This design comes from an exercise in tuning for small area and a short achievable clock period on the open sky130 flow, not from production work. Where RTL was checked, it was by simulation tests only, not by an equivalence proof against the original.

==> run a: inputs <==
// cycle_uart_in
module cycle_uart_in #(
    parameter int WORD_SIZE = 32,
    parameter int WORD_PART = 8,
    parameter int MEM_SIZE  = 64,
    parameter int CLQ_FREQ  = 1_843_200,
    parameter int BAUD_RATE = 115200
) (
    input  logic                 clock,
    input  logic                 reset,
    input  logic                 sig,
    output logic [WORD_SIZE-1:0] data_out,
    output logic                 valid_out,
    input  logic                 ready_in,
    output logic                 full,
    output logic                 empty,
    output logic                 frame_err,
    output logic                 overflow
);
make LEC_CHECK=0 CAP_MARGIN=20 CORE_MARGIN=2 CORE_UTILIZATION=60 SETUP_SLACK_MARGIN=2.0 SLEW_MARGIN=20 finish   # period 4.0 ns
run.sh (not shown) runs the stock make flow with config.mk's settings and CLKGATE_MAP_FILE= SYNTH_SCRIPT=/design/flow/synth_recipe.tcl, a recipe that flattens the netlist after the stock synthesis.
==> run b: changes against run a <==
--- a/flow/design.v
+++ b/flow/design.v
@@ -45,29 +45,33 @@
     logic [WORD_PART-1:0] shift_q, shift_d;
     logic                 byte_stb_q, byte_stb_d;
     logic                 ferr_q, ferr_d;
     logic [PART_W-1:0]    part_q, part_d;
     logic [WORD_SIZE-1:0] word_q, word_d;
     logic                 push_q, push_d;
-    localparam int RING_N = MEM_SIZE - 1;
-    logic [WORD_SIZE-1:0] ring_q [RING_N];
-    logic [RING_N-1:0]    sel_q, sel_d;
+    logic [WORD_SIZE-1:0] ring_q [MEM_SIZE];
+    localparam int LO_N = 8;
+    localparam int HI_N = MEM_SIZE / LO_N;
+    logic [LO_N-1:0]      lo_q, lo_d;
+    logic [HI_N-1:0]      hi_q, hi_d;
     logic [ADDR_W-1:0]    wpos_q, wpos_d;    
     logic                 pend_q, pend_d;    
     logic [ADDR_W:0]      count_q, count_d;
     logic                 full_q, full_d;
     logic                 empty_q, empty_d;
-    logic                 full_o, empty_o, valid_o;
     logic                 ovf_q, ovf_d;
-    logic [WORD_SIZE-1:0] data_q, out_q;
-    logic                 sel_ring, sel_word, sel_hold;
+    logic [WORD_SIZE-1:0] data_q, data_d;    
+    logic [WORD_SIZE-1:0] out_q;             
+    logic                 data_ld;
+    logic [WORD_SIZE-1:0] data_nx;
     logic                 do_pop;
     logic                 do_push;
     logic                 ring_wr;
     logic                 next_is_word;
     logic [WORD_SIZE-1:0] ring_next;
+    logic [WORD_SIZE-1:0] grp [HI_N];
     always_comb begin
         sig_meta_d = sig;
         sig_s_d    = sig_meta_q;
         sig_prev_d = sig_s_q;
     end
     always_comb begin
@@ -158,52 +162,53 @@
         ovf_d   = ovf_q | (push_q && !do_push);
         case ({do_push, do_pop})
             2'b10:   count_d = count_q + 1'b1;
             2'b01:   count_d = count_q - 1'b1;
             default: count_d = count_q;
         endcase
-        if (do_push) begin
-            full_d  = do_pop ? full_q : (count_q == COUNT_FULL - 1'b1);
-            empty_d = do_pop ? empty_q : 1'b0;
+        full_d  = (count_d == COUNT_FULL);
+        empty_d = (count_d == '0);
+        if (do_pop) begin
+            lo_d = lo_q;
+            hi_d = hi_q;
         end else begin
-            full_d  = do_pop ? 1'b0 : full_q;
-            empty_d = do_pop ? (count_q == (ADDR_W + 1)'(1)) : empty_q;
-        end
-        sel_d = do_pop ? sel_q : {sel_q[0], sel_q[RING_N-1:1]};
-        if (do_push) begin
-            wpos_d = wpos_q;
-        end else if (wpos_q == '0) begin
-            wpos_d = ADDR_W'(RING_N - 1);
-        end else begin
-            wpos_d = wpos_q - 1'b1;
-        end
+            lo_d = {lo_q[0], lo_q[LO_N-1:1]};
+            hi_d = lo_q[0] ? {hi_q[0], hi_q[HI_N-1:1]} : hi_q;
+        end
+        wpos_d = do_push ? wpos_q : wpos_q - 1'b1;
         ring_wr = pend_q && (wpos_q == ADDR_W'(1));
         pend_d  = (pend_q && !ring_wr) || do_push;
         next_is_word = (count_q == (ADDR_W + 1)'(1)) || (pend_q && count_q == (ADDR_W + 1)'(2));
+        for (int i = 0; i < HI_N; i++) begin
+            grp[i] = '0;
+            for (int j = 0; j < LO_N; j++) begin
+                grp[i] = grp[i] | (ring_q[i*LO_N + j] & {WORD_SIZE{lo_q[j]}});
+            end
+        end
         ring_next = '0;
-        for (int p = 0; p < RING_N; p++) begin
-            ring_next = ring_next | (ring_q[p] & {WORD_SIZE{sel_q[p]}});
-        end
-        sel_ring = do_pop && !next_is_word;
-        sel_word = do_pop ? next_is_word : empty_q;
-        sel_hold = !do_pop && !empty_q;
+        for (int i = 0; i < HI_N; i++) begin
+            ring_next = ring_next | (grp[i] & {WORD_SIZE{hi_q[i]}});
+        end
+        data_nx = next_is_word ? word_q : ring_next;
+        data_ld = do_pop || empty_q;
+        data_d  = do_pop ? data_nx : (empty_q ? word_q : data_q);
     end
     always_ff @(posedge clock) begin
-        for (int j = 0; j < RING_N - 1; j++) begin
+        for (int j = 0; j < MEM_SIZE - 1; j++) begin
             ring_q[j] <= ring_q[j+1];
         end
-        ring_q[RING_N-1] <= ring_wr ? word_q : ring_q[0];
+        ring_q[MEM_SIZE-1] <= ring_wr ? word_q : ring_q[0];
     end
     always_ff @(posedge clock) begin
         shift_q   <= shift_d;
         bit_idx_q <= bit_idx_d;
         word_q    <= word_d;
-        out_q     <= ({WORD_SIZE{sel_ring}} & ring_next) | ({WORD_SIZE{sel_word}} & word_q) |
-                     ({WORD_SIZE{sel_hold}} & data_q);
-        data_q    <= ({WORD_SIZE{sel_ring}} & ring_next) | ({WORD_SIZE{sel_word}} & word_q) |
-                     ({WORD_SIZE{sel_hold}} & out_q);
+        out_q     <= data_d;
+        if (data_ld) begin
+            data_q <= do_pop ? data_nx : word_q;
+        end
     end
     always_ff @(posedge clock) begin
         if (reset) begin
             sig_meta_q <= 1'b1;
             sig_s_q    <= 1'b1;
             sig_prev_q <= 1'b1;
@@ -211,45 +216,41 @@
             cnt_q      <= '0;
             byte_stb_q <= 1'b0;
             ferr_q     <= 1'b0;
             part_q     <= '0;
             push_q     <= 1'b0;
             pend_q     <= 1'b0;
-            sel_q      <= RING_N'(1);
-            wpos_q     <= ADDR_W'(RING_N - 1);
+            lo_q       <= LO_N'(1);
+            hi_q       <= HI_N'(1);
+            wpos_q     <= '1;
             count_q    <= '0;
             full_q     <= 1'b0;
             empty_q    <= 1'b1;
-            full_o     <= 1'b0;
-            empty_o    <= 1'b1;
-            valid_o    <= 1'b0;
             ovf_q      <= 1'b0;
         end else begin
             sig_meta_q <= sig_meta_d;
             sig_s_q    <= sig_s_d;
             sig_prev_q <= sig_prev_d;
             state_q    <= state_d;
             cnt_q      <= cnt_d;
             byte_stb_q <= byte_stb_d;
             ferr_q     <= ferr_d;
             part_q     <= part_d;
             push_q     <= push_d;
             pend_q     <= pend_d;
-            sel_q      <= sel_d;
+            lo_q       <= lo_d;
+            hi_q       <= hi_d;
             wpos_q     <= wpos_d;
             count_q    <= count_d;
             full_q     <= full_d;
             empty_q    <= empty_d;
-            full_o     <= (count_d == COUNT_FULL);
-            empty_o    <= (count_d == '0);
-            valid_o    <= (count_d != '0);
             ovf_q      <= ovf_d;
         end
     end
     assign data_out  = out_q;
-    assign valid_out = valid_o;
-    assign full      = full_o;
-    assign empty     = empty_o;
+    assign valid_out = !empty_q;
+    assign full      = full_q;
+    assign empty     = empty_q;
     assign frame_err = ferr_q;
     assign overflow  = ovf_q;
 endmodule
 `default_nettype wire
--- a/flow/config.mk
+++ b/flow/config.mk
@@ -5,8 +5,10 @@
 export SDC_FILE = /design/flow/constraint.sdc
 export NUM_CORES = 4
 export LEC_CHECK = 0
 export CAP_MARGIN = 20
 export CORE_MARGIN = 2
 export CORE_UTILIZATION = 60
-export SETUP_SLACK_MARGIN = 2.0
+export CTS_BUF_LIST = sky130_fd_sc_hd__clkbuf_4 sky130_fd_sc_hd__clkbuf_8
+export CTS_CLUSTER_SIZE = 20
+export SETUP_SLACK_MARGIN = 1.8
 export SLEW_MARGIN = 20
==> reports/results.ini <==
[outcome]
outcome = timing/DRC/antenna clean

[setup_path]
critical_path.reg2reg.startpoint = sel_q[47]$_SDFFE_PP0N_
setup.worst_path.start = sel_q[47]$_SDFFE_PP0N_
critPathArrivalTime_ps = 2790
worst_reg2reg_path_endpoint = out_q[21]$_DFF_P_

[pwr]
net-switching-power_mw = 8.468

[route]
routed.top_layer = met5

[finish]
buffers = 461

the above is filed under run a

==> reports/results.ini <==
[outcome]
outcome = timing/DRC/antenna clean

[setup_path]
critPathArrivalTime_ps = 3030
critical_path.reg2reg.startpoint = count_q[5]$_SDFF_PP0_
worst_reg2reg_path_endpoint = data_q[8]$_DFFE_PP_

[route]
routed.top_layer = met4

[pwr]
net-switching-power_mw = 8.661

[placed_design]
place.port_buffers = 40

[global_routing]
globalRoute.totalOverflow = 0

the above is filed under run b

For run b, only the layout was checked, not whether the RTL still works.

[afterwards: timing with drivers on the ports]
The flow's constraints put no driver on any port. The routed layouts listed below were extracted and timed again, unchanged, in two steps.
Step 1 sets driving cells, clkbuf_16 on the clock port and buf_2 on the other inputs (assumed; they add their load-dependent delay and slew).
Step 2, shift: input delay + t, output delay - t, t = (earliest + latest rising clock arrival at the registers) / 2. This alone moves slack from input paths to output paths.
a / b / c = no drivers / after step 1 / after step 2; a / b = the first two.
run	t (ns)	slack for setup (ns)	worst setup path after step 2	worst data-port slew with drivers (ns)	cell pins on the clock port's net
run a	0.857	1.862 / 1.808 / 1.320	input to register	0.03	1
run b	1.030	1.643 / 1.580 / 0.844	input to register	0.03	1
After both steps setup and hold are still met in every run listed. The setup slack of run b, which loses most, moves by -0.063 ns with the drivers and by -0.799 ns with both steps.
